This is an optimization exercise on Yosys and OpenROAD, whose aim is small area, a short achievable clock period and few clock cycles, not a production implementation. Where RTL was checked, it was by simulation tests only, not by an equivalence proof against the original. The RTL of runs 1 and 2 was laid out without a check of its function. Power is estimated from default activity; no workload was simulated.

--- design.v ---
package eed_pkg;
  localparam int MAX_LEN = 64;
  localparam int LEN_W   = $clog2(MAX_LEN + 1);
  localparam int OUT_W   = 7;
  localparam int CHAR_W  = 8;
  localparam int FUNC_W  = 2;
  localparam logic [LEN_W-1:0] MAX_CNT = LEN_W'(MAX_LEN);
  localparam logic [FUNC_W-1:0] FN_REF    = 2'd0;
  localparam logic [FUNC_W-1:0] FN_TYPED  = 2'd1;
  localparam logic [FUNC_W-1:0] FN_FINISH = 2'd2;
endpackage
import eed_pkg::*;
module edit_distance_engine_unit (
  input  logic              clk,
  input  logic              rst,
  input  logic              in_valid,
  output logic              in_ready,
  input  logic [FUNC_W-1:0] in_func,
  input  logic [CHAR_W-1:0] in_char_code,
  output logic              out_valid,
  input  logic              out_ready,
  output logic [OUT_W-1:0]  out_distance,
  output logic [OUT_W-1:0]  out_ref_length,
  output logic [OUT_W-1:0]  out_typed_length,
  output logic              out_error
);
  localparam int N   = MAX_LEN;
  localparam int NS  = 2;             
  localparam int SW  = N / NS;        
  localparam int L   = NS + 1;        
  localparam int R_W = 2 * LEN_W + 1;
  localparam int Q_W = R_W + LEN_W;
  logic             rdy;
  logic             acc;
  logic [LEN_W-1:0] ref_count;
  logic [LEN_W-1:0] typed_count;
  logic             error_flag;
  logic             ref_ok, typ_ok, fin_in;
  assign in_ready = rdy;
  assign acc      = in_valid && rdy;
  assign ref_ok   = acc && (in_func == FN_REF) && (typed_count == '0) && (ref_count != MAX_CNT);
  assign typ_ok   = acc && (in_func == FN_TYPED) && (typed_count != MAX_CNT);
  assign fin_in   = acc && (in_func == FN_FINISH);
  always_ff @(posedge clk) begin
    if (rst) begin
      ref_count   <= '0;
      typed_count <= '0;
      error_flag  <= 1'b0;
    end else if (fin_in) begin
      ref_count   <= '0;
      typed_count <= '0;
      error_flag  <= 1'b0;
    end else begin
      if (ref_ok) ref_count <= ref_count + LEN_W'(1);
      if (typ_ok) typed_count <= typed_count + LEN_W'(1);
      if (acc && ((in_func == FN_REF && !ref_ok) || (in_func == FN_TYPED && !typ_ok)))
        error_flag <= 1'b1;
    end
  end
  logic [L:1]          ws, ts, fs, ks;
  logic [L:1][NS-1:0]  sh;
  logic [NS-1:0]       sh_in;
  logic [L:1][R_W-1:0] rs;
  logic [3:1][CHAR_W-1:0] cs;
  always_comb begin
    for (int q = 0; q < NS; q++) begin
      sh_in[q] = (ref_count >= LEN_W'((NS - 1 - q) * SW));
    end
  end
  always_ff @(posedge clk) begin
    if (rst) begin
      ws <= '0;
      ts <= '0;
      fs <= '0;
    end else begin
      ws <= {ws[L-1:1], ref_ok};
      ts <= {ts[L-1:1], typ_ok};
      fs <= {fs[L-1:1], fin_in};
    end
  end
  always_ff @(posedge clk) begin
    ks <= {ks[L-1:1], rst};
    sh <= {sh[L-1:1], sh_in};
    rs <= {rs[L-1:1], {ref_count, typed_count, error_flag}};
    cs <= {cs[2:1], in_char_code};
  end
  logic [N-1:0][CHAR_W-1:0] ref_ch;
  always_ff @(posedge clk) begin
    if (ws[1]) begin
      ref_ch <= {cs[1], ref_ch[N-1:1]};
    end
  end
  logic [NS:0] cy_r, ph_r, mh_r;    
  assign cy_r[0] = 1'b0;
  assign ph_r[0] = 1'b1;
  assign mh_r[0] = 1'b0;
  for (genvar q = 0; q < NS; q++) begin : g_slice
    localparam int ES = (q < 2) ? q : 2;    
    logic [SW-1:0] eq, pv, mv;
    logic [SW-1:0] eq_c;
    logic [SW-1:0] xv, xh, ph, mh, phs, mhs, pv_n, mv_n;
    logic [SW:0]   sum;
    always_comb begin
      for (int i = 0; i < SW; i++) begin
        eq_c[i] = (ref_ch[q * SW + i] == cs[1 + ES]);
      end
    end
    if (q <= 2) begin : g_eq
      always_ff @(posedge clk) eq <= eq_c;
    end else begin : g_eqd
      logic [q-2:0][SW-1:0] eqd;
      always_ff @(posedge clk) begin
        eqd[0] <= eq_c;
        for (int d = 1; d <= q - 2; d++) eqd[d] <= eqd[d-1];
      end
      assign eq = eqd[q-2];
    end
    always_comb begin
      xv   = eq | mv;
      sum  = {1'b0, eq & pv} + {1'b0, pv} + {{SW{1'b0}}, cy_r[q]};
      xh   = (sum[SW-1:0] ^ pv) | eq;
      ph   = mv | ~(xh | pv);
      mh   = pv & xh;
      phs  = {ph[SW-2:0], ph_r[q]};
      mhs  = {mh[SW-2:0], mh_r[q]};
      pv_n = mhs | ~(xv | phs);
      mv_n = phs & xv;
    end
    always_ff @(posedge clk) begin
      if (fs[2 + q] || ks[2 + q]) begin
        pv <= '0;
        mv <= '1;
      end else if (ts[2 + q]) begin
        pv <= pv_n;
        mv <= mv_n;
      end else if (ws[2 + q]) begin
        pv <= {sh[2 + q][q], pv[SW-1:1]};
        mv <= {!sh[2 + q][q], mv[SW-1:1]};
      end
    end
    always_ff @(posedge clk) begin
      cy_r[q + 1] <= sum[SW];
      ph_r[q + 1] <= ts[2 + q] && ph[SW-1];
      mh_r[q + 1] <= ts[2 + q] && mh[SW-1];
    end
  end
  logic [LEN_W-1:0] score;
  logic [LEN_W-1:0] score_n;
  always_comb begin
    score_n = score;
    if (ph_r[NS] || ws[L]) score_n = score + LEN_W'(1);
    else if (mh_r[NS])     score_n = score - LEN_W'(1);
  end
  always_ff @(posedge clk) begin
    if (fs[L] || ks[L]) begin
      score <= '0;
    end else begin
      score <= score_n;
    end
  end
  logic             res_valid, hold_valid;
  logic [Q_W-1:0]   res_d, hold_d, new_d;
  logic             push, pop;
  logic             res_valid_n, hold_valid_n;
  logic [3:0]       busy_n;
  assign push  = fs[L];
  assign new_d = {score_n, rs[L]};
  assign pop   = res_valid && out_ready;
  always_comb begin
    res_valid_n  = res_valid;
    hold_valid_n = hold_valid;
    if (pop || !res_valid) begin
      if (hold_valid) begin
        res_valid_n  = 1'b1;
        hold_valid_n = push;
      end else begin
        res_valid_n  = push;
      end
    end else if (push) begin
      hold_valid_n = 1'b1;
    end
  end
  always_ff @(posedge clk) begin
    if (rst) begin
      res_valid  <= 1'b0;
      hold_valid <= 1'b0;
    end else begin
      res_valid  <= res_valid_n;
      hold_valid <= hold_valid_n;
    end
  end
  always_ff @(posedge clk) begin
    if (pop || !res_valid) begin
      if (hold_valid) begin
        res_d <= hold_d;
      end else if (push) begin
        res_d <= new_d;
      end
    end
    if (push && (hold_valid || (res_valid && !pop))) begin
      hold_d <= new_d;
    end
  end
  always_comb begin
    busy_n = 4'(fin_in) + 4'(res_valid_n) + 4'(hold_valid_n);
    for (int s = 1; s < L; s++) busy_n = busy_n + 4'(fs[s]);
  end
  always_ff @(posedge clk) begin
    if (rst) begin
      rdy <= 1'b1;
    end else begin
      rdy <= (busy_n <= 4'd1);
    end
  end
  assign out_valid        = res_valid;
  assign out_distance     = res_d[Q_W-1 -: LEN_W];
  assign out_ref_length   = res_d[R_W-1 -: LEN_W];
  assign out_typed_length = res_d[LEN_W:1];
  assign out_error        = res_d[0];
endmodule
--- run.sh ---
#!/bin/bash
# synth_recipe.tcl (not shown) runs the flow's synth.tcl, then flattens the netlist and writes it again
# the make line also repeats each setting of config.mk as NAME=value (left out here)
make -C /OpenROAD-flow-scripts/flow DESIGN_CONFIG=/design/flow/config.mk WORK_HOME=/design/flow/orfs CLKGATE_MAP_FILE= SYNTH_SCRIPT=/design/flow/synth_recipe.tcl finish
--- config.mk ---
export PLATFORM = sky130hd
export DESIGN_NAME = edit_distance_engine_unit
export DESIGN_NICKNAME = edit_distance_engine_unit
export VERILOG_FILES = /design/flow/design.v
export SDC_FILE = /design/flow/constraint.sdc
export NUM_CORES = 4
export LEC_CHECK = 0
export ABC_CLOCK_PERIOD_IN_PS = 2000
export CAP_MARGIN = 20
export CORE_MARGIN = 2
export CORE_UTILIZATION = 40
export SETUP_SLACK_MARGIN = 3.8
export SLEW_MARGIN = 20
--- constraint.sdc ---
create_clock -name core_clock -period 6.0 [get_ports {clk}]
set_input_delay 1.2000 -clock core_clock [delete_from_list [all_inputs] [get_ports {clk}]]
set_output_delay 1.2000 -clock core_clock [all_outputs]
set_load 0.01 [all_outputs]
==> results.py, run 1 <==
metrics = {
    "die": {
        "core_um2": 90300,
        "die_x_um": 306,
        "floorplan.die_area_um2": 93900,
        "num_io_pins": 38,
        "dieHeight_um": 306,
        "start_util_pct": 40.5,
        "rows": 110,
    },
    "synthesis": {
        "netlist_instances": 3026,
        "synth_async_sr_flop_share_pct": 0,
        "syn_area_per_cell_um2": 12.1,
        "synth-edff-count": 556,
        "synthFlopType": "edfxtp_1",
        "synth_top_cell_by_area": "edfxtp_1",
        "ys_warn_count": 1,
        "synth_nets": 3051,
        "ys_seq_elements": 853,
        "yosys.cell_types.count": 79,
        "synth_common_cells": "edfxtp_1, xnor2_1, dfxtp_1",
        "yosysMostFrequentCell": "edfxtp_1",
        "synth_area_um2": 36600,
        "synth_top_cell_area_share_pct": 45.6,
        "ys_seq_area_share_pct": 61.9,
        "synth.area.top_cells": "edfxtp_1, dfxtp_1, xnor2_1",
    },
    "job": {
        "drv_cap": 0,
    },
    "layout": {
        "nets": 3132,
        "drive_gt1_share_pct": 18.6,
        "final_core_util_pct": 47.8,
        "fin_cells": 4362,
        "final_area_um2": 43200,
        "syn2layout_area_growth_pct": 17.9,
    },
    "route": {
        "drtAntennaViolNets": 0,
        "drt_iter0_drc": 1769,
        "drc": 0,
        "detail_route.vias_per_cell": 5.39,
        "routed_wirelength_um": 78100,
        "routed.top_layer": "met4",
        "wl_met2_um": 35400,
        "via_count": 23500,
        "wl_met1_um": 36900,
        "wl_per_cell_um": 17.9,
        "dr.pass1.iters": 5,
        "met3_wirelength_um": 4010,
    },
    "setup_path": {
        "crit_fanout": 3,
        "required_ps": 6520,
        "worst_path_largest_cell_delay_ps": 340,
        "crit_path_start_kind": "flop",
        "end_kind": "flop",
        "critPathKind": "reg -> reg",
        "arrival_ps": 3210,
        "critPathMostFrequentCell": "a221o_1",
        "crit_slowest_cell": "a221o_1",
        "path_cells": "and2_4 -> ha_4 -> a211o_1 -> a221o_1 -> a22o_1 -> nand4_1 -> nand2_2 -> a31o_4 -> a221o_1 -> o22ai_1 -> a31oi_1",
    },
    "timing": {
        "slew_violations": 0,
        "tightest_slew_ps": 1110,
        "finalClockSkew_ps": 23.9,
        "fmax_mhz": 371,
        "fin_tns_setup_ps": 0,
        "rsz0062_at_grt": "yes",
        "slew_headroom_pct": 26.1,
        "layout_min_cycle_time_ps": 2690,
        "fin_ws_ps": 3310,
        "finalCritPeriodShare_pct": 44.9,
        "final-hold-violation-count": 0,
        "report.final.setup_viol": 0,
    },
    "cts": {
        "htreeDepth": 3,
        "clk_pin_slew_ps": 60,
        "cts_tree": "built",
        "clk_latency_ps": 660,
        "cts_sinks": 853,
        "cts_hold_buf": 0,
        "clockBufferDepth": 3,
        "cts_root_buf": "clkbuf_16",
        "numCtsBuffers": 92,
    },
    "global_route": {
        "grt_util_all_layers_pct": 16.2,
        "grt_pass1_vias": 23200,
        "grt_pass1_wl_um": 124000,
        "grt_antenna_before_repair": 4,
        "grt_max_degree": 180,
        "globalRouteOverflowTotal": 0,
    },
    "power": {
        "p_per_area_nw_per_um2": 289,
        "p_leak_nw": 13.1,
        "ir_worst_vdd_v": 0.000179,
    },
    "placement": {
        "place_area_um2": 38200,
        "pre_cts_ws_ps": 2780,
        "portBuffers": 37,
        "gp_congestion": 0.868,
        "dp.cells": 4090,
        "hpwl_um": 46500,
    },
    "hold_path": {
        "hp-class": "reg -> reg",
    },
    "status": {
        "outcome": "finished clean",
    },
}
==> worst max-delay path, delay by kind of cell (launching register included) <==
family,cells,cell delay (ps)
compound gates,7,1700
simple gates,3,390
flops,1,320
fa+ha+maj,1,140
==> kinds of logic after synthesis <==
kind of cell / after synthesis / synth area share, %
xor+xnor: 528 / 12.6
buf+inv: 262 / 2.72
simple gates: 683 / 9.33
compound gates: 593 / 10.3
mux: 78 / 2.22
fa+ha+maj: 29 / 0.896
flops: 853 / 61.9
==> routing by layer <==
metal	up-vias	global-route usage, %
met1	11600	23.1
met2	601	25.1
met4	0	5.32
met5	-	0
met3	141	2.51
li1	11200	-
==> cells in the final DEF, fill, tap and decap left out, drive strengths merged, types with 7 or more instances in the layout <==
master / Yosys / routed
and2: 7 / 7
buf: 58 / 141
nand4: 142 / 142
nor3: 62 / 62
nor2b: 27 / 27
bufinv: 0 / 8
inv: 94 / 98
o21ai: 152 / 152
xnor2: 519 / 519
o31ai: 14 / 14
or2: 7 / 7
a21o: 21 / 21
nand2b: 20 / 20
or4: 13 / 13
nand2: 105 / 105
nor4: 13 / 13
a221oi: 12 / 12
a211oi: 44 / 44
o21bai: 11 / 11
xor2: 9 / 9
o22ai: 34 / 34
a211o: 7 / 7
o221ai: 26 / 26
dfxtp: 297 / 297
or3: 18 / 18
clkinv: 1 / 40
mux2: 26 / 26
nor2: 229 / 229
nand3: 19 / 19
mux2i: 52 / 52
edfxtp: 556 / 556
ha: 10 / 10
clkbuf: 109 / 123
maj3: 18 / 18
o21a: 16 / 16
a31oi: 17 / 17
a21oi: 166 / 166
o211ai: 18 / 18
clkdlybuf4s50: 0 / 9
==> stage by stage <==
stage	hold slack [ps]	power, mW
floorplan	310	6.82
global placement	311	6.92
detailed placement	312	6.93
global route	326	12.9
finish	320	12.5
CTS	321	12.7
==> area by class of cell <==
| cell class | count | area, um2 |
|---|---|---|
| Fill cell | 7881 | 47100 |
| Sequential cell | 853 | 22800 |
| Multi-Input combinational cell | 1911 | 14100 |
| Clock buffer | 120 | 2510 |
| Tap cell | 1176 | 1470 |
| Timing Repair Buffer | 154 | 1330 |
| Clock inverter | 52 | 552 |
| Inverter | 95 | 357 |
| Antenna cell | 1 | 2.50 |
==> state kept, by name, summed over array words and instances, names as in the netlist, 3 cells and up <==
| register | cells |
|---|---|
| hold_d | 22 |
| g_slice.pv | 64 |
| ks | 3 |
| res_d | 22 |
| rs | 45 |
| ts | 3 |
| cs | 16 |
| typed_count | 7 |
| g_slice.eq | 64 |
| score | 7 |
| fs | 3 |
| ws | 3 |
| g_slice.mv | 64 |
| ref_count | 7 |
| ref_ch | 512 |
==> path summary, 6_finish.rpt <==
check,slack (ps),end,cells after the start,from
max,3310,g_slice[0].pv[31],11,g_slice[0].pv[0]
max reg2reg,3310,g_slice[0].pv[31],11,g_slice[0].pv[0]
min reg2reg,320,rs[32],0,rs[17]
min,320,rs[32],0,rs[17]
==> power by group <==
group / switching (mW) / internal (mW)
logic: 0.207 / 0.194
registers: 0.129 / 6.28
clock network: 2.36 / 3.32
total: 2.70 / 9.79
==> repair_timing <==
item,4_1_cts,5_1_grt
pin swaps,111,97
endpoints found under the setup margin,536,158
gates resized for setup,251,168
setup buffers,58,41
hold endpoints to repair,0,0
==> run 2, diff against run 1 <==
--- a/design.v
+++ b/design.v
@@ -25,7 +25,7 @@
   output logic              out_error
 );
   localparam int N   = MAX_LEN;
-  localparam int NS  = 2;             
+  localparam int NS  = 4;             
   localparam int SW  = N / NS;        
   localparam int L   = NS + 1;        
   localparam int R_W = 2 * LEN_W + 1;
@@ -108,12 +108,13 @@
     if (q <= 2) begin : g_eq
       always_ff @(posedge clk) eq <= eq_c;
     end else begin : g_eqd
-      logic [q-2:0][SW-1:0] eqd;
+      localparam int DD = q - 1;
+      logic [SW-1:0] eqd [DD];
       always_ff @(posedge clk) begin
         eqd[0] <= eq_c;
-        for (int d = 1; d <= q - 2; d++) eqd[d] <= eqd[d-1];
-      end
-      assign eq = eqd[q-2];
+        for (int d = 1; d < DD; d++) eqd[d] <= eqd[d-1];
+      end
+      assign eq = eqd[DD-1];
     end
     always_comb begin
       xv   = eq | mv;
==> run 2 against run 1 <==
Effect of this change: register-to-register slack better by 20 ps; hold slack better by 1.4 ps; wire length down 0.93%; setup slack worse by 210 ps; maximum frequency down 7.3%; critical path depth down 1; clock power up 3%; clock skew down 0.59 ps; via count down 3.3%; critical endpoint is now rdy; largest cell class unchanged.
==> results.py, run 2 <==
metrics = {
    "timing": {
        "report.final.setup_viol": 0,
        "fin_ws_ps": 3100,
        "layout_min_cycle_time_ps": 2900,
        "tightest_slew_ps": 1070,
        "finalCritPeriodShare_pct": 48.4,
        "slew_headroom_pct": 28.7,
        "finalClockSkew_ps": 23.3,
        "rsz0062_at_grt": "yes",
        "holdWs_ps": 322,
        "fmax_mhz": 345,
        "fin_tns_setup_ps": 0,
        "final-hold-violation-count": 0,
        "slew_violations": 0,
    },
    "layout": {
        "nets": 3040,
        "antenna-diode-count": 0,
        "largest_registers": "ref_ch: 512 flops, rs: 75 flops",
        "drive_gt1_share_pct": 15.5,
        "multi_input_area_um2": 13100,
        "largest-register": "ref_ch",
        "final_common_cell": "edfxtp_1",
        "final_cell_mix": "edfxtp_1, xnor2_1, dfxtp_1",
        "largest_reg_flops": 512,
        "syn2layout_area_growth_pct": 16.4,
        "fill_cells": 8160,
        "regArea_um2": 24200,
    },
    "cts": {
        "clockBufferDepth": 3,
        "numCtsBuffers": 97,
        "cts_tree": "built",
        "cts_sinks": 928,
        "clk_pin_slew_ps": 60,
        "htreeDepth": 3,
        "clk_latency_ps": 650,
        "cts_root_buf": "clkbuf_16",
    },
    "power": {
        "switching_power_mw": 2.82,
        "power_mw": 13.2,
        "comb_power_share_pct": 3.2,
        "p_seq_share_pct": 52.2,
        "clkPwrFrac_pct": 44.6,
        "p_int_mw": 10.3,
        "switching_share_pct": 21.4,
        "ir_worst_vdd_v": 0.000220,
        "p_leak_nw": 13.6,
        "p_per_area_nw_per_um2": 302,
    },
    "synthesis": {
        "syn_area_per_cell_um2": 12.8,
        "synth_async_sr_flop_share_pct": 0,
        "ys_seq_elements": 928,
        "synth.area.top_cells": "edfxtp_1, dfxtp_1, xnor2_1",
        "ys_warn_count": 2,
        "synthFlopType": "edfxtp_1",
        "synth-edff-count": 556,
        "synth_nets": 2949,
        "yosysMostFrequentCell": "edfxtp_1",
        "synth_top_cell_area_share_pct": 44.6,
        "netlist_instances": 2918,
        "synth_top_cell_by_area": "edfxtp_1",
        "yosys.cell_types.count": 77,
        "ys_seq_area_share_pct": 64.5,
        "synth_common_cells": "edfxtp_1, xnor2_1, dfxtp_1",
        "synth_area_um2": 37400,
    },
    "status": {
        "outcome": "finished clean",
    },
    "die": {
        "die_x_um": 310,
        "start_util_pct": 40.2,
        "dieHeight_um": 310,
        "rows": 112,
        "core_um2": 93000,
        "floorplan.die_area_um2": 96000,
        "num_io_pins": 38,
    },
    "setup_path": {
        "required_ps": 6570,
        "critPathKind": "in -> reg",
        "timing.critical_path.from": "in_valid",
        "crit_fanout": 2,
        "worst_path_largest_cell_delay_ps": 530,
        "r2r-start": "g_slice[3].pv[0]",
        "crit_slowest_cell": "fa_1",
        "path_cells": "buf_8 -> nand4b_1 -> inv_2 -> fa_1 -> inv_1 -> fa_1 -> fa_2 -> inv_2 -> fa_1 -> o21bai_1",
        "critPathMostFrequentCell": "fa_1",
        "end_kind": "flop",
        "arrival_ps": 3470,
        "crit_path_start_kind": "primary input",
        "cp_top_family": "adder cells",
        "crit_buf_inv": 4,
    },
    "global_route": {
        "grt_util_all_layers_pct": 15.9,
        "grt_antenna_before_repair": 2,
        "globalRouteOverflowTotal": 0,
        "grt_pass1_vias": 22600,
        "grt_pass1_wl_um": 124000,
        "grt_max_degree": 198,
    },
    "placement": {
        "pre_cts_ws_ps": 1800,
        "hpwl_um": 46500,
        "portBuffers": 37,
        "gp_congestion": 0.836,
    },
    "route": {
        "drt_iter0_drc": 1730,
        "routed_wirelength_um": 77400,
        "detail_route.vias_per_cell": 5.23,
        "via_count": 22700,
        "drtAntennaViolNets": 0,
        "dr.pass1.iters": 5,
        "wl_per_cell_um": 17.8,
        "drc": 0,
    },
    "hold_path": {
        "hold_start": "rs[50]",
        "hp-class": "reg -> reg",
    },
    "job": {
        "drv_cap": 0,
    },
}
==> run 2: changes by cell type after synthesis, moves of 11 or more <==
cell / before / now
o21ai_0: 150 / 104
a21oi_1: 166 / 118
nand2b_1: 20 / 8
nand2_1: 105 / 84
dfxtp_1: 297 / 372
a211oi_1: 44 / 33
o211ai_1: 18 / 30
buf_1: 55 / 35
o22ai_1: 34 / 21
inv_1: 94 / 74
nor2_1: 229 / 207
==> run 2: stage by stage <==
step                      cells  utilization [%]  instance area (um2)
after detailed placement   4095             42.1                39200
after floorplan            2918                -                37500
final                      4348             46.8                43500
after CTS                  4327             46.3                43100
after global routing       4348             46.8                43500
after global placement     4094             42.1                39200
==> run 2: final cells by class <==
class,instances,share of cell area (%)
multi-input cells,1772,30.2
clock buffers,139,6.53
clock inverters,45,0.736
flip-flops and latches,928,55.6
repair inverters,3,0.0431
well taps,1254,3.60
inverters,74,0.672
repair buffers,133,2.65
==> run 2: worst register-to-register path: stages, from the launching register on <==
cell and delay [ps]:
dfxtp_4 340, nor2b_4 130, ha_4 150, a21o_1 170, ha_2 210, a211oi_4 240
nor2_2 90, o41a_1 370, o21a_1 220, o31a_1 270, o31a_1 250, o221ai_1 150
==> run 2: what timing repair did <==
| item | 4_1_cts | 5_1_grt |
|---|---|---|
| setup endpoints to repair | 154 | 122 |
| gates cloned | 3 | 1 |
| hold buffers | 0 | 0 |
| setup buffers | 45 | 20 |
| pin swaps | 86 | 58 |
| gates resized for setup | 226 | 77 |
==> run 2: cell families (layout without fill, tap and decap cells) <==
kind of cell	after synthesis	count (layout)	synth area share (%)
DFF	928	928	64.5
xor gates and xnor gates	528	528	12.4
and+or+nand+nor	619	620	8.21
buffers and inverters	219	394	2.21
muxes	95	95	2.66
adders and majority gates	30	30	1.00
AOI/OAI and AO/OA	499	499	9.02
==> run 2: power groups by stage <==
stage | Clock, mW | Sequential (mW) | Combinational (mW)
after detailed placement | 0 | 7.01 | 0.413
after global routing | 6.28 | 6.88 | 0.469
after floorplan | 0 | 6.99 | 0.323
after global placement | 0 | 7.01 | 0.402
after CTS | 6.03 | 6.87 | 0.428
final | 5.87 | 6.87 | 0.427
==> run 2: final timing paths <==
| path | end | slack, ps | cells past startpoint |
|---|---|---|---|
| worst max-delay path | rdy | 3100 | 10 |
| worst max register to register | g_slice[3].mv[11] | 3330 | 11 |
| worst min-delay path | rs[65] | 320 | 0 |
| worst min register to register | rs[65] | 320 | 0 |
==> run 2: metal layers <==
metal | global-route usage (%) | up-vias | wire length, um
met5 | 0 | - | 0
met4 | 4.80 | 0 | 1600
met3 | 2.55 | 130 | 3050
met2 | 25.2 | 473 | 35900
met1 | 22.4 | 11300 | 36800
li1 | - | 10800 | -
==> run 3, diff against run 2 <==
--- a/design.v
+++ b/design.v
@@ -35,12 +35,13 @@
   logic [LEN_W-1:0] ref_count;
   logic [LEN_W-1:0] typed_count;
   logic             error_flag;
-  logic             ref_ok, typ_ok, fin_in;
+  logic             ref_ok, typ_ok, fin_in, err_in;
   assign in_ready = rdy;
   assign acc      = in_valid && rdy;
   assign ref_ok   = acc && (in_func == FN_REF) && (typed_count == '0) && (ref_count != MAX_CNT);
   assign typ_ok   = acc && (in_func == FN_TYPED) && (typed_count != MAX_CNT);
   assign fin_in   = acc && (in_func == FN_FINISH);
+  assign err_in   = acc && ((in_func == FN_REF && !ref_ok) || (in_func == FN_TYPED && !typ_ok));
   always_ff @(posedge clk) begin
     if (rst) begin
       ref_count   <= '0;
@@ -53,14 +54,12 @@
     end else begin
       if (ref_ok) ref_count <= ref_count + LEN_W'(1);
       if (typ_ok) typed_count <= typed_count + LEN_W'(1);
-      if (acc && ((in_func == FN_REF && !ref_ok) || (in_func == FN_TYPED && !typ_ok)))
-        error_flag <= 1'b1;
-    end
-  end
-  logic [L:1]          ws, ts, fs, ks;
+      if (err_in) error_flag <= 1'b1;
+    end
+  end
+  logic [L:1]          ws, ts, fs, es, ks;
   logic [L:1][NS-1:0]  sh;
   logic [NS-1:0]       sh_in;
-  logic [L:1][R_W-1:0] rs;
   logic [3:1][CHAR_W-1:0] cs;
   always_comb begin
     for (int q = 0; q < NS; q++) begin
@@ -72,16 +71,17 @@
       ws <= '0;
       ts <= '0;
       fs <= '0;
+      es <= '0;
     end else begin
       ws <= {ws[L-1:1], ref_ok};
       ts <= {ts[L-1:1], typ_ok};
       fs <= {fs[L-1:1], fin_in};
+      es <= {es[L-1:1], err_in};
     end
   end
   always_ff @(posedge clk) begin
     ks <= {ks[L-1:1], rst};
     sh <= {sh[L-1:1], sh_in};
-    rs <= {rs[L-1:1], {ref_count, typed_count, error_flag}};
     cs <= {cs[2:1], in_char_code};
   end
   logic [N-1:0][CHAR_W-1:0] ref_ch;
@@ -99,7 +99,6 @@
     logic [SW-1:0] eq, pv, mv;
     logic [SW-1:0] eq_c;
     logic [SW-1:0] xv, xh, ph, mh, phs, mhs, pv_n, mv_n;
-    logic [SW:0]   sum;
     always_comb begin
       for (int i = 0; i < SW; i++) begin
         eq_c[i] = (ref_ch[q * SW + i] == cs[1 + ES]);
@@ -116,10 +115,29 @@
       end
       assign eq = eqd[DD-1];
     end
+    localparam int LG = $clog2(SW);
+    logic [(LG+1)*SW-1:0] gg, pp;
+    logic [SW:0]         cy;
     always_comb begin
+      gg[SW-1:0] = eq & pv;
+      pp[SW-1:0] = pv;
+      for (int l = 0; l < LG; l++) begin
+        for (int i = 0; i < SW; i++) begin
+          if (i >= (1 << l)) begin
+            gg[(l+1)*SW + i] = gg[l*SW + i] | (pp[l*SW + i] & gg[l*SW + i - (1 << l)]);
+            pp[(l+1)*SW + i] = pp[l*SW + i] & pp[l*SW + i - (1 << l)];
+          end else begin
+            gg[(l+1)*SW + i] = gg[l*SW + i];
+            pp[(l+1)*SW + i] = pp[l*SW + i];
+          end
+        end
+      end
+      cy[0] = cy_r[q];
+      for (int i = 0; i < SW; i++) begin
+        cy[i+1] = gg[LG*SW + i] | (pp[LG*SW + i] & cy_r[q]);
+      end
       xv   = eq | mv;
-      sum  = {1'b0, eq & pv} + {1'b0, pv} + {{SW{1'b0}}, cy_r[q]};
-      xh   = (sum[SW-1:0] ^ pv) | eq;
+      xh   = cy[SW-1:0] | eq;
       ph   = mv | ~(xh | pv);
       mh   = pv & xh;
       phs  = {ph[SW-2:0], ph_r[q]};
@@ -140,9 +158,22 @@
       end
     end
     always_ff @(posedge clk) begin
-      cy_r[q + 1] <= sum[SW];
+      cy_r[q + 1] <= cy[SW];
       ph_r[q + 1] <= ts[2 + q] && ph[SW-1];
       mh_r[q + 1] <= ts[2 + q] && mh[SW-1];
+    end
+  end
+  logic [LEN_W-1:0] ref_len, typed_len;
+  logic             err_len;
+  always_ff @(posedge clk) begin
+    if (fs[L] || ks[L]) begin
+      ref_len   <= '0;
+      typed_len <= '0;
+      err_len   <= 1'b0;
+    end else begin
+      if (ws[L]) ref_len <= ref_len + LEN_W'(1);
+      if (ts[L]) typed_len <= typed_len + LEN_W'(1);
+      if (es[L]) err_len <= 1'b1;
     end
   end
   logic [LEN_W-1:0] score;
@@ -163,9 +194,8 @@
   logic [Q_W-1:0]   res_d, hold_d, new_d;
   logic             push, pop;
   logic             res_valid_n, hold_valid_n;
-  logic [3:0]       busy_n;
   assign push  = fs[L];
-  assign new_d = {score_n, rs[L]};
+  assign new_d = {score_n, ref_len, typed_len, err_len};
   assign pop   = res_valid && out_ready;
   always_comb begin
     res_valid_n  = res_valid;
@@ -202,15 +232,21 @@
       hold_d <= new_d;
     end
   end
-  always_comb begin
-    busy_n = 4'(fin_in) + 4'(res_valid_n) + 4'(hold_valid_n);
-    for (int s = 1; s < L; s++) busy_n = busy_n + 4'(fs[s]);
+  logic [L+1:0] held_n;
+  logic         held_none, held_one;
+  assign held_n = {fs[L-1:1], res_valid_n, hold_valid_n};
+  always_comb begin
+    held_none = (held_n == '0);
+    held_one  = held_none;
+    for (int s = 0; s < L + 1; s++) begin
+      if (held_n == (L+2)'(1) << s) held_one = 1'b1;
+    end
   end
   always_ff @(posedge clk) begin
     if (rst) begin
       rdy <= 1'b1;
     end else begin
-      rdy <= (busy_n <= 4'd1);
+      rdy <= fin_in ? held_none : held_one;
     end
   end
   assign out_valid        = res_valid;
==> run 3 against run 2 <==
Effect of this change: sequential cell count shrank 56; maximum frequency rose by 21%; wire length decreased by 2.1%; critical path type is now reg -> out; largest power group unchanged; clock-buffer cell count stayed put; synthesized area down 2.9%; critical path depth down 9; still clean; synthesized cell count rose by 0.51%; via count shrank 0.93%; utilization down 0.86 points; register-to-register slack better by 500 ps; power is 3.6% lower; sequential power is 5.2% lower.
==> results.py, run 3 <==
metrics = {
    "synthesis": {
        "syn_area_per_cell_um2": 12.4,
        "ys_warn_count": 2,
        "yosys.cell_types.count": 80,
        "synth_top_cell_area_share_pct": 46.0,
        "yosysMostFrequentCell": "edfxtp_1",
        "synth_nets": 2955,
        "netlist_instances": 2933,
        "synth_common_cells": "edfxtp_1, xnor2_1, dfxtp_1",
        "synthFlopType": "edfxtp_1",
        "synth_top_cell_by_area": "edfxtp_1",
        "ys_seq_elements": 872,
        "synth-edff-count": 556,
        "synth_area_um2": 36300,
        "synth_async_sr_flop_share_pct": 0,
        "synth.area.top_cells": "edfxtp_1, dfxtp_1, xnor2_1",
        "ys_seq_area_share_pct": 63.4,
    },
    "route": {
        "wl_per_cell_um": 18.0,
        "routed_wirelength_um": 75800,
        "drtAntennaViolNets": 0,
        "via_count": 22500,
        "detail_route.vias_per_cell": 5.34,
        "drc": 0,
        "drt_iter0_drc": 1988,
        "dr.pass1.iters": 6,
    },
    "global_route": {
        "grt_antenna_before_repair": 2,
        "grt_util_all_layers_pct": 15.9,
        "globalRouteOverflowTotal": 0,
        "grt_pass1_vias": 22300,
        "grt_pass1_wl_um": 121000,
        "grt_max_degree": 181,
    },
    "power": {
        "p_leak_nw": 12.8,
        "switching_power_mw": 2.65,
        "clkPwrFrac_pct": 45.5,
        "p_int_mw": 10.0,
        "p_seq_share_pct": 51.3,
        "comb_power_share_pct": 3.1,
        "p_per_area_nw_per_um2": 307,
        "power_mw": 12.7,
        "ir_worst_vdd_v": 0.000232,
        "switching_share_pct": 20.9,
    },
    "job": {
        "drv_cap": 0,
    },
    "die": {
        "num_io_pins": 38,
        "rows": 110,
        "core_um2": 90000,
        "floorplan.die_area_um2": 93200,
        "dieHeight_um": 305,
        "die_x_um": 305,
        "start_util_pct": 40.3,
    },
    "timing": {
        "final-hold-violation-count": 0,
        "fmax_mhz": 415,
        "fin_ws_ps": 3590,
        "rsz0062_at_grt": "yes",
        "holdWs_ps": 325,
        "fin_tns_setup_ps": 0,
        "finalClockSkew_ps": 20.7,
        "layout_min_cycle_time_ps": 2410,
        "tightest_slew_ps": 1090,
        "report.final.setup_viol": 0,
        "finalCritPeriodShare_pct": 40.1,
        "slew_violations": 0,
        "slew_headroom_pct": 27.3,
    },
    "layout": {
        "largest_reg_flops": 512,
        "drive_gt1_share_pct": 11.0,
        "final_cell_mix": "edfxtp_1, xnor2_1, dfxtp_1",
        "final_area_um2": 41300,
        "antenna-diode-count": 0,
        "final_core_util_pct": 45.9,
        "syn2layout_area_growth_pct": 13.8,
        "largest-register": "ref_ch",
        "nets": 2986,
        "fin_cells": 4218,
        "largest_registers": "ref_ch: 512 flops, g_slice.mv: 64 flops, g_slice.pv: 64 flops",
        "final_common_cell": "edfxtp_1",
    },
    "status": {
        "outcome": "finished clean",
    },
    "cts": {
        "cts_sinks": 872,
        "clk_latency_ps": 640,
        "clk_pin_slew_ps": 60,
        "clockBufferDepth": 3,
        "cts_root_buf": "clkbuf_16",
        "numCtsBuffers": 93,
        "cts_tree": "built",
        "htreeDepth": 3,
    },
    "setup_path": {
        "r2r-start": "g_slice[3].g_eqd.eqd[1][0]",
        "timing.critical_path.from": "res_d[15]",
        "path_cells": "buf_2",
        "critPathKind": "reg -> out",
        "crit_buf_inv": 1,
        "crit_path_start_kind": "flop",
        "required_ps": 4800,
        "worst_path_largest_cell_delay_ps": 410,
        "arrival_ps": 1210,
        "crit_fanout": 1,
        "crit_slowest_cell": "edfxtp_1",
        "end_kind": "primary output",
        "cp_top_family": "flip-flops",
    },
    "placement": {
        "gp_congestion": 0.825,
        "dp.cells": 4023,
        "pre_cts_ws_ps": 2570,
        "place_area_um2": 37900,
        "hpwl_um": 45600,
        "portBuffers": 37,
    },
    "hold_path": {
        "hold_start": "g_slice[3].g_eqd.eqd[0][1]",
        "hp-class": "reg -> reg",
    },
}
[run 3: changes by cell type after synthesis, moves of 18 or more]
cell | before | now
o221ai_1 | 36 | 15
o21ai_0 | 104 | 163
nand2_1 | 84 | 115
dfxtp_1 | 372 | 316
a21oi_1 | 118 | 143
mux2i_1 | 61 | 37
o22ai_1 | 21 | 39
[run 3: power groups by stage]
stage | Clock (mW) | Sequential, mW | Combinational, mW
global route | 6.16 | 6.52 | 0.438
finish | 5.78 | 6.51 | 0.396
floorplan | 0 | 6.60 | 0.324
CTS | 5.93 | 6.51 | 0.401
global placement | 0 | 6.64 | 0.383
detailed placement | 0 | 6.64 | 0.391
[run 3: kinds of logic (layout without fill, tap and decap cells)]
kind of cell    Yosys count  after routing  synth area share [%]
flops                   872            872                  63.4
simple gates            632            633                  8.53
compound gates          556            556                  9.67
xor+xnor                536            536                  12.9
buf+inv                 235            343                  2.47
mux                      81             81                  2.38
fa+ha+maj                21             21                 0.637
[run 3: layout make-up]
cell class	count	area, um2
inverter	83	317
timing repair buffer	86	762
tap	1176	1470
clock buffer	139	2800
sequential	872	23100
clock inverter	34	319
timing repair inverter	1	5.00
multi-input combinational	1827	12600
fill	7978	48700
[run 3: repair_timing]
action                                  4_1_cts  5_1_grt
gates cloned                                  3        1
pin swaps                                    10       12
buffers inserted                             12        6
resized for setup                           128       31
hold buffers                                  0        0
endpoints found under the setup margin      558      103
[run 3: metal layers]
layer	GRT usage [%]	vias up	wire (um)
met5	0	-	0
met4	4.55	0	1350
met3	2.27	109	3660
met2	25.1	569	34600
met1	22.8	11100	36100
li1	-	10700	-
[run 3: worst paths after layout]
kind	end	slack (ps)	cells after the start
hold reg to reg	g_slice[3].g_eqd.eqd[1][1]	320	0
hold / removal	g_slice[3].g_eqd.eqd[1][1]	320	0
setup / recovery	out_distance[0]	3590	1
setup reg to reg	g_slice[3].pv[14]	3830	7
Testbench counts of run 3, summed over its fixed seeds: cycles 28,719.
==> run 4, diff against run 3 <==
--- a/config.mk
+++ b/config.mk
@@ -5,9 +5,9 @@
 export SDC_FILE = /design/flow/constraint.sdc
 export NUM_CORES = 4
 export LEC_CHECK = 0
-export ABC_CLOCK_PERIOD_IN_PS = 2000
+export ABC_CLOCK_PERIOD_IN_PS = 1500
 export CAP_MARGIN = 20
 export CORE_MARGIN = 2
 export CORE_UTILIZATION = 40
-export SETUP_SLACK_MARGIN = 3.8
+export SETUP_SLACK_MARGIN = 4.2
 export SLEW_MARGIN = 20
==> run 4 against run 3 <==
Effect of this change: maximum frequency up 0.25%; clock-buffer cell count shrank 12; wire length up 3.2%; utilization is 1.7 points higher; combinational power rose by 7.6%; first-iteration DRC count fell by 1.4%; hold slack improved by 1.4 ps; setup slack improved by 6.1 ps; critical path type unchanged.
==> results.py, run 4 <==
metrics = {
    "setup_path": {
        "crit_buf_inv": 1,
        "crit_slowest_cell": "edfxtp_1",
        "end_kind": "primary output",
        "path_cells": "buf_2",
        "crit_fanout": 1,
        "required_ps": 4800,
        "cp_top_family": "flip-flops",
        "arrival_ps": 1200,
        "worst_path_largest_cell_delay_ps": 400,
        "critPathKind": "reg -> out",
        "crit_path_start_kind": "flop",
    },
    "synthesis": {
        "synth.area.top_cells": "edfxtp_1, dfxtp_1, xnor2_1",
        "ys_warn_count": 2,
        "synth_async_sr_flop_share_pct": 0,
        "synthFlopType": "edfxtp_1",
        "yosys.cell_types.count": 80,
        "yosysMostFrequentCell": "edfxtp_1",
        "synth_common_cells": "edfxtp_1, xnor2_1, dfxtp_1",
        "netlist_instances": 2933,
        "ys_seq_area_share_pct": 63.4,
        "synth-edff-count": 556,
        "synth_nets": 2955,
        "synth_top_cell_by_area": "edfxtp_1",
        "ys_seq_elements": 872,
        "syn_area_per_cell_um2": 12.4,
        "synth_area_um2": 36300,
        "synth_top_cell_area_share_pct": 46.0,
    },
    "route": {
        "routed_wirelength_um": 78200,
        "detail_route.vias_per_cell": 5.36,
        "via_count": 23000,
        "drc": 0,
        "drt_iter0_drc": 1961,
        "dr.pass1.iters": 5,
        "drtAntennaViolNets": 0,
        "wl_per_cell_um": 18.2,
    },
    "cts": {
        "cts_tree": "built",
        "numCtsBuffers": 93,
        "htreeDepth": 3,
        "clk_pin_slew_ps": 60,
        "cts_root_buf": "clkbuf_16",
        "cts_hold_buf": 0,
        "clk_latency_ps": 650,
        "clockBufferDepth": 3,
        "cts_sinks": 872,
    },
    "global_route": {
        "grt_max_degree": 157,
        "grt_pass1_wl_um": 123000,
        "grt_util_all_layers_pct": 16.2,
        "grt_antenna_before_repair": 1,
        "globalRouteOverflowTotal": 0,
        "grt_pass1_vias": 22500,
    },
    "placement": {
        "dp.cells": 4027,
        "hpwl_um": 45600,
        "portBuffers": 37,
        "gp_congestion": 0.809,
    },
    "layout": {
        "drive_gt1_share_pct": 18.2,
        "largest_registers": "ref_ch: 512 flops, g_slice.mv: 64 flops, g_slice.pv: 64 flops",
        "largest_reg_flops": 512,
        "final_cell_mix": "edfxtp_1, xnor2_1, dfxtp_1",
        "syn2layout_area_growth_pct": 18.0,
        "largest-register": "ref_ch",
        "final_common_cell": "edfxtp_1",
        "antenna-diode-count": 0,
        "fin_cells": 4287,
        "nets": 3054,
        "final_core_util_pct": 47.6,
    },
    "die": {
        "start_util_pct": 40.3,
        "rows": 110,
        "dieHeight_um": 305,
        "num_io_pins": 38,
        "core_um2": 90000,
        "die_x_um": 305,
        "floorplan.die_area_um2": 93200,
    },
    "timing": {
        "layout_min_cycle_time_ps": 2400,
        "finalClockSkew_ps": 26.6,
        "slew_violations": 0,
        "fmax_mhz": 416,
        "slew_headroom_pct": 53.0,
        "rsz0062_at_grt": "yes",
        "finalCritPeriodShare_pct": 40.0,
        "report.final.setup_viol": 0,
        "final-hold-violation-count": 0,
        "holdWs_ps": 326,
        "fin_tns_setup_ps": 0,
        "tightest_slew_ps": 705,
    },
    "power": {
        "p_per_area_nw_per_um2": 297,
        "p_leak_nw": 13.4,
        "ir_worst_vdd_v": 0.000225,
        "power_mw": 12.7,
    },
    "status": {
        "outcome": "finished clean",
    },
    "hold_path": {
        "hp-class": "reg -> reg",
    },
    "job": {
        "drv_cap": 0,
    },
}
==> run 4: cell types whose count changed in the layout (fill, tap and decap cells not counted), sizes merged <==
cell           before  now
clkdlybuf4s50      10    9
o21a               11   13
inv                83   85
clkbuf            139  130
dlygate4sd2         1    0
clkinv             27   32
clkdlybuf4s15       0    1
bufinv              5    9
buf                73  137
clkinvlp            3    5
==> run 4: path summary, 6_finish.rpt <==
kind,end,slack (ps),depth (start not counted),from
min,g_slice[3].g_eqd.eqd[1][6],330,0,g_slice[3].g_eqd.eqd[0][6]
max,out_ref_length[5],3600,1,res_d[13]
max reg2reg,res_d[21],3990,7,ws[5]
min reg2reg,g_slice[3].g_eqd.eqd[1][6],330,0,g_slice[3].g_eqd.eqd[0][6]
==> run 4: stage by stage <==
stage	instance area (um2)	worst slack (ps)
finish	42900	3600
global route	42900	3560
CTS	41900	3530
detailed placement	38000	2560
global placement	38000	2620
floorplan	36500	1800
==> run 4: where the power goes <==
| group | total, mW | internal, mW | switching (mW) |
|---|---|---|---|
| registers | 6.49 | 6.40 | 0.0928 |
| clock network | 5.80 | 3.43 | 2.37 |
| logic | 0.426 | 0.197 | 0.228 |
==> run 4: what timing repair did <==
item                                    4_1_cts  5_1_grt
resized for setup                           272      167
buffers inserted                             39       40
pin swaps                                    50       88
gates cloned                                  6        1
endpoints found under the setup margin      653      249
==> run 4: cell type report <==
| type | count | area (um2) |
|---|---|---|
| timing repair inverter | 1 | 7.51 |
| clock buffer | 127 | 2600 |
| multi-input combinational | 1829 | 13400 |
| inverter | 83 | 323 |
| sequential | 872 | 23200 |
| timing repair buffer | 152 | 1400 |
| tap | 1176 | 1470 |
| fill | 7845 | 47100 |
| clock inverter | 47 | 489 |
==> run 4: metal layers <==
metal	global-route usage, %	share of wire, %	up-vias
li1	-	-	10800
met1	23.3	48	11500
met2	25.3	46	562
met3	2.33	4.6	106
met4	4.95	1.8	0
met5	0	0	-
==> run 4: logic make-up after synthesis <==
family,Yosys count,synth area share (%)
flops,872,63.4
compound gates,556,9.67
mux,81,2.38
buf+inv,235,2.47
simple gates,632,8.53
fa+ha+maj,21,0.637
xor+xnor,536,12.9
==> run 5, diff against run 4 <==
--- a/config.mk
+++ b/config.mk
@@ -5,9 +5,12 @@
 export SDC_FILE = /design/flow/constraint.sdc
 export NUM_CORES = 4
 export LEC_CHECK = 0
-export ABC_CLOCK_PERIOD_IN_PS = 1500
+export ABC_CLOCK_PERIOD_IN_PS = 2000
 export CAP_MARGIN = 20
 export CORE_MARGIN = 2
 export CORE_UTILIZATION = 40
-export SETUP_SLACK_MARGIN = 4.2
+export CTS_BUF_LIST = sky130_fd_sc_hd__clkbuf_16
+export CTS_CLUSTER_DIAMETER = 120
+export CTS_CLUSTER_SIZE = 30
+export SETUP_SLACK_MARGIN = 3.8
 export SLEW_MARGIN = 20
==> run 5 against run 4 <==
Effect of this change: global-route usage is 0.74 points lower; critical path depth is the same; register-to-register slack worse by 110 ps; wire length is 5.7% lower; synthesized cell count is the same; maximum frequency increased by 0.44%; clock skew down 2.8 ps; clock power shrank 49%; via count fell by 4.2%; synthesized area is the same.
==> results.py, run 5 <==
metrics = {
    "setup_path": {
        "required_ps": 4800,
        "crit_fanout": 1,
        "cp_top_family": "flip-flops",
        "crit_path_start_kind": "flop",
        "path_cells": "buf_2",
        "crit_buf_inv": 1,
        "crit_slowest_cell": "edfxtp_1",
        "critPathKind": "reg -> out",
        "end_kind": "primary output",
        "worst_path_largest_cell_delay_ps": 430,
        "arrival_ps": 1190,
    },
    "synthesis": {
        "yosys.cell_types.count": 80,
        "synth_nets": 2955,
        "synth_top_cell_area_share_pct": 46.0,
        "netlist_instances": 2933,
        "synth_top_cell_by_area": "edfxtp_1",
        "synthFlopType": "edfxtp_1",
        "synth_async_sr_flop_share_pct": 0,
        "ys_seq_elements": 872,
        "ys_seq_area_share_pct": 63.4,
        "syn_area_per_cell_um2": 12.4,
        "synth_area_um2": 36300,
        "synth.area.top_cells": "edfxtp_1, dfxtp_1, xnor2_1",
        "ys_warn_count": 2,
        "yosysMostFrequentCell": "edfxtp_1",
        "synth_common_cells": "edfxtp_1, xnor2_1, dfxtp_1",
        "synth-edff-count": 556,
    },
    "power": {
        "p_per_area_nw_per_um2": 251,
        "switching_share_pct": 21.4,
        "clkPwrFrac_pct": 30.0,
        "ir_worst_vdd_v": 0.000182,
        "power_mw": 9.85,
        "comb_power_share_pct": 4.0,
        "p_leak_nw": 11.9,
        "p_int_mw": 7.74,
        "p_seq_share_pct": 66.0,
        "switching_power_mw": 2.11,
    },
    "layout": {
        "largest_reg_flops": 512,
        "nets": 2926,
        "final_cell_mix": "edfxtp_1, xnor2_1, dfxtp_1",
        "largest-register": "ref_ch",
        "regArea_um2": 23100,
        "syn2layout_area_growth_pct": 8.10,
        "largest_registers": "ref_ch: 512 flops, g_slice.mv: 64 flops, g_slice.pv: 64 flops",
        "multi_input_area_um2": 12600,
        "antenna-diode-count": 0,
        "fill_cells": 8191,
        "fin_cells": 4106,
        "drive_gt1_share_pct": 8.05,
        "final_common_cell": "edfxtp_1",
    },
    "timing": {
        "slew_headroom_pct": 27.3,
        "fin_tns_setup_ps": 0,
        "finalCritPeriodShare_pct": 39.9,
        "tightest_slew_ps": 1090,
        "rsz0062_at_grt": "yes",
        "fin_ws_ps": 3610,
        "final-hold-violation-count": 0,
        "report.final.setup_viol": 0,
        "fmax_mhz": 418,
        "slew_violations": 0,
        "finalClockSkew_ps": 23.8,
        "holdWs_ps": 317,
        "layout_min_cycle_time_ps": 2390,
    },
    "die": {
        "core_um2": 90000,
        "die_x_um": 305,
        "start_util_pct": 40.3,
        "rows": 110,
        "num_io_pins": 38,
        "dieHeight_um": 305,
        "floorplan.die_area_um2": 93200,
    },
    "route": {
        "via_count": 22000,
        "dr.pass1.iters": 5,
        "routed_wirelength_um": 73700,
        "drc": 0,
        "detail_route.vias_per_cell": 5.37,
        "wl_per_cell_um": 18.0,
        "drtAntennaViolNets": 0,
        "drt_iter0_drc": 1878,
    },
    "cts": {
        "clk_pin_slew_ps": 120,
        "clockBufferDepth": 3,
        "cts_hold_buf": 0,
        "cts_sinks": 872,
        "clk_latency_ps": 600,
        "numCtsBuffers": 35,
        "cts_root_buf": "clkbuf_16",
        "cts_tree": "built",
        "htreeDepth": 2,
    },
    "status": {
        "outcome": "finished clean",
    },
    "global_route": {
        "grt_max_degree": 181,
        "grt_util_all_layers_pct": 15.4,
        "grtUsageMet2_pct": 24.8,
        "grt_antenna_before_repair": 2,
        "met1_usage_pct": 22.7,
        "grt_util_met3_pct": 1.86,
        "busiest_layer": "met2",
        "grt_pass1_vias": 21600,
        "globalRouteOverflowTotal": 0,
        "grt_pass1_wl_um": 119000,
    },
    "job": {
        "drv_cap": 0,
    },
    "placement": {
        "pre_cts_ws_ps": 2570,
        "hpwl_um": 45600,
        "portBuffers": 37,
        "dp.cells": 4023,
        "gp_congestion": 0.825,
    },
    "hold_path": {
        "hp-class": "reg -> reg",
    },
}
==> run 5: layer usage <==
metal	vias to the layer above	wire length (um)
met4	0	895
li1	10500	-
met5	-	0
met2	465	34200
met3	61	3070
met1	11000	35600
==> run 5: kinds of logic after synthesis <==
family	Yosys count	share of synthesized area [%]
flops	872	63.4
simple gates	632	8.53
compound gates	556	9.67
xor+xnor	536	12.9
buf+inv	235	2.47
mux	81	2.38
fa+ha+maj	21	0.637
==> run 5: stage by stage <==
step | util (%) | cell area (um2)
CTS | 43.4 | 39100
detailed placement | 42.1 | 37900
floorplan | - | 36400
finish | 43.6 | 39300
global placement | 42.1 | 37900
global route | 43.6 | 39300
==> run 5: worst paths after layout <==
kind	from	endpoint	slack, ps	cells after the start
worst min register to register	g_slice[3].g_eqd.eqd[0][1]	g_slice[3].g_eqd.eqd[1][1]	320	0
worst min-delay path	g_slice[3].g_eqd.eqd[0][1]	g_slice[3].g_eqd.eqd[1][1]	320	0
worst max-delay path	res_d[15]	out_distance[0]	3610	1
worst max register to register	g_slice[0].pv[3]	g_slice[0].pv[15]	3880	5
==> run 5: timing repair <==
item / CTS / global route
setup buffers: 13 / 2
cloned: 3 / 2
pin swaps: 15 / 10
endpoints found under the hold margin: 0 / 0
endpoints found under the setup margin: 558 / 117
resized for setup: 126 / 33
==> run 5: layout make-up <==
type                    count  area share [%]
clock buffers              37            2.36
clock inverters            26           0.306
inverters                  83           0.806
multi-input cells        1828            32.2
flip-flops and latches    872            58.7
well taps                1176            3.75
repair buffers             83            1.84
repair inverters            1          0.0127
==> run 5: power groups by stage <==
| stage | clock [mW] | sequential [mW] | combinational (mW) |
|---|---|---|---|
| floorplan | 0 | 6.60 | 0.324 |
| global placement | 0 | 6.64 | 0.383 |
| detailed placement | 0 | 6.64 | 0.391 |
| CTS | 3.07 | 6.50 | 0.401 |
| global route | 3.26 | 6.52 | 0.438 |
| finish | 2.95 | 6.50 | 0.396 |
==> run 6, diff against run 5 <==
--- a/design.v
+++ b/design.v
@@ -220,14 +220,15 @@
       hold_valid <= hold_valid_n;
     end
   end
-  always_ff @(posedge clk) begin
-    if (pop || !res_valid) begin
-      if (hold_valid) begin
-        res_d <= hold_d;
-      end else if (push) begin
-        res_d <= new_d;
-      end
-    end
+  logic res_keep, res_from_hold, res_from_new;
+  assign res_from_hold = (pop || !res_valid) && hold_valid;
+  assign res_from_new  = (pop || !res_valid) && !hold_valid && push;
+  assign res_keep      = !res_from_hold && !res_from_new;
+  always_ff @(posedge clk) begin
+    res_d <= ({Q_W{res_keep}} & res_d) | ({Q_W{res_from_hold}} & hold_d)
+           | ({Q_W{res_from_new}} & new_d);
+  end
+  always_ff @(posedge clk) begin
     if (push && (hold_valid || (res_valid && !pop))) begin
       hold_d <= new_d;
     end
--- a/config.mk
+++ b/config.mk
@@ -10,7 +10,7 @@
 export CORE_MARGIN = 2
 export CORE_UTILIZATION = 40
 export CTS_BUF_LIST = sky130_fd_sc_hd__clkbuf_16
-export CTS_CLUSTER_DIAMETER = 120
-export CTS_CLUSTER_SIZE = 30
+export CTS_CLUSTER_DIAMETER = 100
+export CTS_CLUSTER_SIZE = 24
 export SETUP_SLACK_MARGIN = 3.8
 export SLEW_MARGIN = 20
==> run 6 against run 5 <==
Effect of this change: still clean; sequential power about the same; synthesized cell count increased by 2.1%; final cell count increased by 2.3%; clock-buffer cell count increased by 7; critical endpoint unchanged.
==> results.py, run 6 <==
metrics = {
    "status": {
        "outcome": "finished clean",
    },
    "synthesis": {
        "yosys.cell_types.count": 79,
        "synth_top_cell_by_area": "edfxtp_1",
        "ys_seq_elements": 872,
        "syn_area_per_cell_um2": 12.2,
        "synth_top_cell_area_share_pct": 44.0,
        "synth_nets": 3016,
        "synth.area.top_cells": "edfxtp_1, dfxtp_1, xnor2_1",
        "synthFlopType": "edfxtp_1",
        "yosysMostFrequentCell": "edfxtp_1",
        "synth-edff-count": 534,
        "ys_seq_area_share_pct": 62.6,
        "ys_warn_count": 2,
        "synth_area_um2": 36400,
        "synth_async_sr_flop_share_pct": 0,
        "synth_common_cells": "edfxtp_1, xnor2_1, dfxtp_1",
        "netlist_instances": 2994,
    },
    "cts": {
        "clockBufferDepth": 3,
        "numCtsBuffers": 44,
        "cts_tree": "built",
        "cts_sinks": 872,
        "clk_pin_slew_ps": 100,
        "cts_root_buf": "clkbuf_16",
        "htreeDepth": 2,
        "clk_latency_ps": 630,
        "cts_hold_buf": 0,
    },
    "setup_path": {
        "crit_fanout": 3,
        "crit_buf_inv": 1,
        "critPathKind": "reg -> out",
        "worst_path_largest_cell_delay_ps": 370,
        "end_kind": "primary output",
        "required_ps": 4800,
        "crit_path_start_kind": "flop",
        "cp_top_family": "flip-flops",
        "crit_slowest_cell": "dfxtp_4",
        "path_cells": "buf_6",
        "arrival_ps": 1120,
    },
    "route": {
        "drt_iter0_drc": 1966,
        "via_count": 22800,
        "routed_wirelength_um": 76500,
        "detail_route.vias_per_cell": 5.42,
        "wl_per_cell_um": 18.2,
        "dr.pass1.iters": 5,
        "drc": 0,
        "drtAntennaViolNets": 0,
    },
    "layout": {
        "largest_registers": "ref_ch: 512 flops, g_slice.mv: 64 flops, g_slice.pv: 64 flops",
        "final_core_util_pct": 44.2,
        "antenna-diode-count": 0,
        "final_common_cell": "edfxtp_1",
        "fill_cells": 8069,
        "nets": 3011,
        "drive_gt1_share_pct": 9.45,
        "largest-register": "ref_ch",
        "syn2layout_area_growth_pct": 9.41,
        "largest_reg_flops": 512,
        "final_cell_mix": "edfxtp_1, xnor2_1, dfxtp_1",
    },
    "timing": {
        "final-hold-violation-count": 0,
        "layout_min_cycle_time_ps": 2320,
        "rsz0062_at_grt": "yes",
        "slew_violations": 0,
        "fmax_mhz": 431,
        "tightest_slew_ps": 1130,
        "finalCritPeriodShare_pct": 38.6,
        "fin_tns_setup_ps": 0,
        "report.final.setup_viol": 0,
        "finalClockSkew_ps": 31.3,
        "holdWs_ps": 334,
        "slew_headroom_pct": 24.6,
    },
    "power": {
        "p_per_area_nw_per_um2": 259,
        "switching_power_mw": 2.29,
        "p_int_mw": 8.04,
        "p_leak_nw": 11.9,
        "ir_worst_vdd_v": 0.000207,
        "comb_power_share_pct": 4.5,
        "clkPwrFrac_pct": 32.5,
        "switching_share_pct": 22.2,
        "p_seq_share_pct": 63.0,
    },
    "die": {
        "core_um2": 90100,
        "start_util_pct": 40.4,
        "floorplan.die_area_um2": 93600,
        "rows": 110,
        "die_x_um": 306,
        "num_io_pins": 38,
        "dieHeight_um": 306,
    },
    "placement": {
        "gp_congestion": 0.825,
        "portBuffers": 37,
        "hpwl_um": 47700,
    },
    "global_route": {
        "grt_pass1_wl_um": 124000,
        "globalRouteOverflowTotal": 0,
        "grt_antenna_before_repair": 4,
        "grt_max_degree": 177,
        "grt_util_all_layers_pct": 16.0,
        "grt_pass1_vias": 22200,
    },
    "hold_path": {
        "hp-class": "reg -> reg",
    },
    "job": {
        "drv_cap": 0,
    },
}
## run 6: worst paths after layout
| kind | startpoint | endpoint | cells past startpoint | slack [ps] |
|---|---|---|---|---|
| setup / recovery | res_d[15] | out_distance[0] | 1 | 3680 |
| setup reg to reg | ws[1] | ref_ch[335] | 1 | 3900 |
| hold / removal | g_slice[3].g_eqd.eqd[0][3] | g_slice[3].g_eqd.eqd[1][3] | 0 | 330 |
| hold reg to reg | g_slice[3].g_eqd.eqd[0][3] | g_slice[3].g_eqd.eqd[1][3] | 0 | 330 |
## run 6: repair_timing
action                                  CTS  global route
pin swaps                                 7             9
endpoints found under the setup margin  113           113
setup buffers                            24            16
resized for setup                       170            43
cloned                                    2             2
## run 6: power groups by stage
stage                     clock network, mW  registers, mW  logic, mW
after floorplan                           0           6.61      0.338
after global placement                    0           6.65      0.429
after detailed placement                  0           6.65      0.439
after CTS                              3.50           6.51      0.464
after global routing                   3.70           6.53      0.507
final                                  3.36           6.51      0.463
## run 6: metal layers
layer,global-route usage [%],routed length (um),vias up
met2,25.5,35400,522
met1,23.6,37000,11300
li1,-,-,10900
met5,0,0,-
met4,2.94,1100,0
met3,1.87,3020,74
## run 6: area by class of cell
| cell class | instances | area (um2) | area share, % |
|---|---|---|---|
| Sequential cell | 872 | 22900 | 57.4 |
| Clock inverter | 38 | 241 | 0.606 |
| Tap cell | 1176 | 1470 | 3.69 |
| Clock buffer | 44 | 1100 | 2.76 |
| Timing Repair inverter | 1 | 7.51 | 0.0188 |
| Timing Repair Buffer | 107 | 950 | 2.38 |
| Multi-Input combinational cell | 1880 | 12900 | 32.4 |
| Inverter | 83 | 323 | 0.809 |
## run 6: stage by stage
step / area [um2] / power [mW] / std cells / setup slack, ps
finish: 39900 / 10.3 / 4201 / 3680
global route: 39900 / 10.7 / 4201 / 3640
global placement: 38000 / 7.08 / 4075 / 2720
detailed placement: 38000 / 7.09 / 4075 / 2660
floorplan: 36500 / 6.95 / 2994 / 1800
CTS: 39600 / 10.5 / 4183 / 3440
## run 6: logic make-up after synthesis
| kind of cell | Yosys count | synth area share [%] |
|---|---|---|
| fa+ha+maj | 23 | 0.687 |
| simple gates | 645 | 8.92 |
| xor+xnor | 537 | 12.9 |
| flops | 872 | 62.6 |
| mux | 57 | 1.64 |
| buf+inv | 245 | 2.56 |
| compound gates | 615 | 10.7 |
Testbench counts of run 6, summed over its fixed seeds: cycles 28,719.
==> run 7, diff against run 6 <==
--- a/config.mk
+++ b/config.mk
@@ -10,7 +10,7 @@
 export CORE_MARGIN = 2
 export CORE_UTILIZATION = 40
 export CTS_BUF_LIST = sky130_fd_sc_hd__clkbuf_16
-export CTS_CLUSTER_DIAMETER = 100
-export CTS_CLUSTER_SIZE = 24
+export CTS_CLUSTER_DIAMETER = 120
+export CTS_CLUSTER_SIZE = 30
 export SETUP_SLACK_MARGIN = 3.8
 export SLEW_MARGIN = 20
==> run 7 against run 6 <==
Effect of this change: critical path depth is the same; critical path type unchanged; sequential power is essentially flat; highest routed layer unchanged; combinational power is essentially flat; largest power group unchanged; utilization shrank 0.37 points.
==> results.py, run 7 <==
metrics = {
    "layout": {
        "multi_input_area_um2": 12900,
        "final_cell_mix": "edfxtp_1, xnor2_1, dfxtp_1",
        "largest_reg_flops": 512,
        "antenna-diode-count": 0,
        "final_core_util_pct": 43.9,
        "drive_gt1_share_pct": 8.82,
        "largest_registers": "ref_ch: 512 flops, g_slice.mv: 64 flops, g_slice.pv: 64 flops",
        "syn2layout_area_growth_pct": 8.49,
        "regArea_um2": 22900,
        "final_common_cell": "edfxtp_1",
        "fin_cells": 4180,
        "fill_cells": 8100,
        "largest-register": "ref_ch",
        "nets": 3001,
    },
    "synthesis": {
        "yosysMostFrequentCell": "edfxtp_1",
        "syn_area_per_cell_um2": 12.2,
        "ys_seq_area_share_pct": 62.6,
        "synth_top_cell_area_share_pct": 44.0,
        "synth_nets": 3016,
        "synthFlopType": "edfxtp_1",
        "synth_area_um2": 36400,
        "ys_warn_count": 2,
        "synth-edff-count": 534,
        "synth_async_sr_flop_share_pct": 0,
        "synth_top_cell_by_area": "edfxtp_1",
        "ys_seq_elements": 872,
        "netlist_instances": 2994,
        "synth_common_cells": "edfxtp_1, xnor2_1, dfxtp_1",
        "synth.area.top_cells": "edfxtp_1, dfxtp_1, xnor2_1",
        "yosys.cell_types.count": 79,
    },
    "route": {
        "routed_wirelength_um": 76000,
        "wl_per_cell_um": 18.2,
        "detail_route.vias_per_cell": 5.41,
        "drtAntennaViolNets": 0,
        "via_count": 22600,
        "dr.pass1.iters": 5,
        "drc": 0,
        "drt_iter0_drc": 1877,
    },
    "timing": {
        "fin_tns_setup_ps": 0,
        "final-hold-violation-count": 0,
        "slew_headroom_pct": 26.8,
        "layout_min_cycle_time_ps": 2310,
        "fmax_mhz": 434,
        "report.final.setup_viol": 0,
        "slew_violations": 0,
        "tightest_slew_ps": 1100,
        "rsz0062_at_grt": "yes",
        "holdWs_ps": 338,
        "finalClockSkew_ps": 52.7,
        "finalCritPeriodShare_pct": 38.4,
    },
    "cts": {
        "cts_tree": "built",
        "clk_latency_ps": 600,
        "cts_sinks": 872,
        "numCtsBuffers": 35,
        "clockBufferDepth": 3,
        "clk_pin_slew_ps": 110,
        "htreeDepth": 2,
        "cts_root_buf": "clkbuf_16",
        "cts_hold_buf": 0,
    },
    "die": {
        "dieHeight_um": 306,
        "floorplan.die_area_um2": 93600,
        "num_io_pins": 38,
        "rows": 110,
        "core_um2": 90100,
        "die_x_um": 306,
        "start_util_pct": 40.4,
    },
    "power": {
        "p_per_area_nw_per_um2": 250,
        "p_int_mw": 7.73,
        "p_leak_nw": 11.7,
        "ir_worst_vdd_v": 0.000170,
        "p_seq_share_pct": 65.9,
        "comb_power_share_pct": 4.7,
        "clkPwrFrac_pct": 29.4,
        "power_mw": 9.88,
        "switching_share_pct": 21.8,
        "switching_power_mw": 2.15,
    },
    "setup_path": {
        "crit_buf_inv": 1,
        "end_kind": "primary output",
        "cp_top_family": "flip-flops",
        "crit_fanout": 3,
        "path_cells": "buf_6",
        "crit_slowest_cell": "dfxtp_4",
        "arrival_ps": 1110,
        "worst_path_largest_cell_delay_ps": 380,
        "r2r_slack_ps": 3880,
        "required_ps": 4800,
        "critPathKind": "reg -> out",
        "crit_path_start_kind": "flop",
    },
    "global_route": {
        "grt_antenna_before_repair": 3,
        "globalRouteOverflowTotal": 0,
        "grt_pass1_vias": 22100,
        "grt_util_all_layers_pct": 15.9,
        "grt_pass1_wl_um": 123000,
        "grt_max_degree": 177,
    },
    "placement": {
        "gp_congestion": 0.825,
        "portBuffers": 37,
        "dp.cells": 4075,
        "hpwl_um": 47700,
    },
    "hold_path": {
        "hp-class": "reg -> reg",
    },
    "status": {
        "outcome": "finished clean",
    },
    "job": {
        "drv_cap": 0,
    },
}
-- run 7: kinds of logic (layout without fill, tap and decap cells) --
logic type               after synthesis  after routing  synth area share [%]
flip-flops                           872            872                  62.6
AND/OR/NAND/NOR                      645            646                  8.92
AO/OA/AOI/OAI                        615            616                  10.7
XOR/XNOR                             537            537                  12.9
buffers and inverters                245            253                  2.56
multiplexers                          57             57                  1.64
adder cells (fa/ha/maj)               23             23                 0.687
-- run 7: per-stage QoR --
step | setup WS, ps | area, um2
after floorplan | 1800 | 36500
after global placement | 2720 | 38000
after detailed placement | 2660 | 38000
after CTS | 3450 | 39300
after global routing | 3650 | 39500
final | 3690 | 39500
-- run 7: timing repair --
action | 4_1_cts | 5_1_grt
setup endpoints to repair | 113 | 112
setup buffers | 24 | 16
pin swaps | 7 | 12
gates cloned | 2 | 1
gates resized for setup | 170 | 39
-- run 7: power groups by stage --
stage          sequential, mW  clock [mW]  combinational (mW)
2_1_floorplan            6.61           0               0.338
6_report                 6.51        2.90               0.461
5_1_grt                  6.53        3.22               0.507
3_3_place_gp             6.65           0               0.429
3_5_place_dp             6.65           0               0.439
4_1_cts                  6.52        3.03               0.464
-- run 7: area by class of cell --
type / count / share of cell area (%)
inverter: 83 / 0.816
clock buffer: 35 / 2.21
multi-input combinational: 1879 / 32.6
tap: 1176 / 3.72
sequential: 872 / 57.8
clock inverter: 27 / 0.335
timing repair buffer: 107 / 2.45
timing repair inverter: 1 / 0.0190
-- run 7: final timing paths --
| kind | start | to | depth (start not counted) |
|---|---|---|---|
| setup / recovery | res_d[15] | out_distance[0] | 1 |
| setup reg to reg | ws[1] | ref_ch[511] | 1 |
| hold reg to reg | sh[2] | sh[6] | 0 |
| hold / removal | sh[2] | sh[6] | 0 |
-- run 7: layer usage --
metal	up-vias	global-route usage (%)	part of all wire (%)
met4	0	2.90	1.5
met5	-	0	0
met1	11200	23.7	49
met3	69	1.61	3.7
li1	10900	-	-
met2	486	25.3	46

[re-timing with driven ports]
Ports are ideal in the flow. The routed layouts listed here were re-timed in OpenROAD. Step 1 assumes that a clkbuf_16 drives the clock port and a buf_2 every other input. Step 2 also shifts input and output timing later by t, the mid clock arrival at the registers, as if the neighbouring blocks saw the same clock. Slacks: ideal / step 1 / step 2; pairs: ideal / step 1.
run	t, ns	slack for setup (ns)	worst setup path at the end
run 1	0.708	3.308 / 3.308 / 3.170	input to register
run 2	0.708	3.097 / 3.122 / 2.415	input to register
run 3	0.698	3.591 / 3.527 / 3.162	input to register
run 4	0.705	3.598 / 3.533 / 3.196	input to register
run 5	0.651	3.608 / 3.542 / 3.191	input to register
run 6	0.674	3.682 / 3.617 / 3.219	input to register
run 7	0.642	3.695 / 3.627 / 3.231	input to register
After both steps setup and hold are still met in every run listed. For run 2, which loses most, drivers alone change the setup slack by +0.025 ns; drivers and shift together by -0.682 ns.
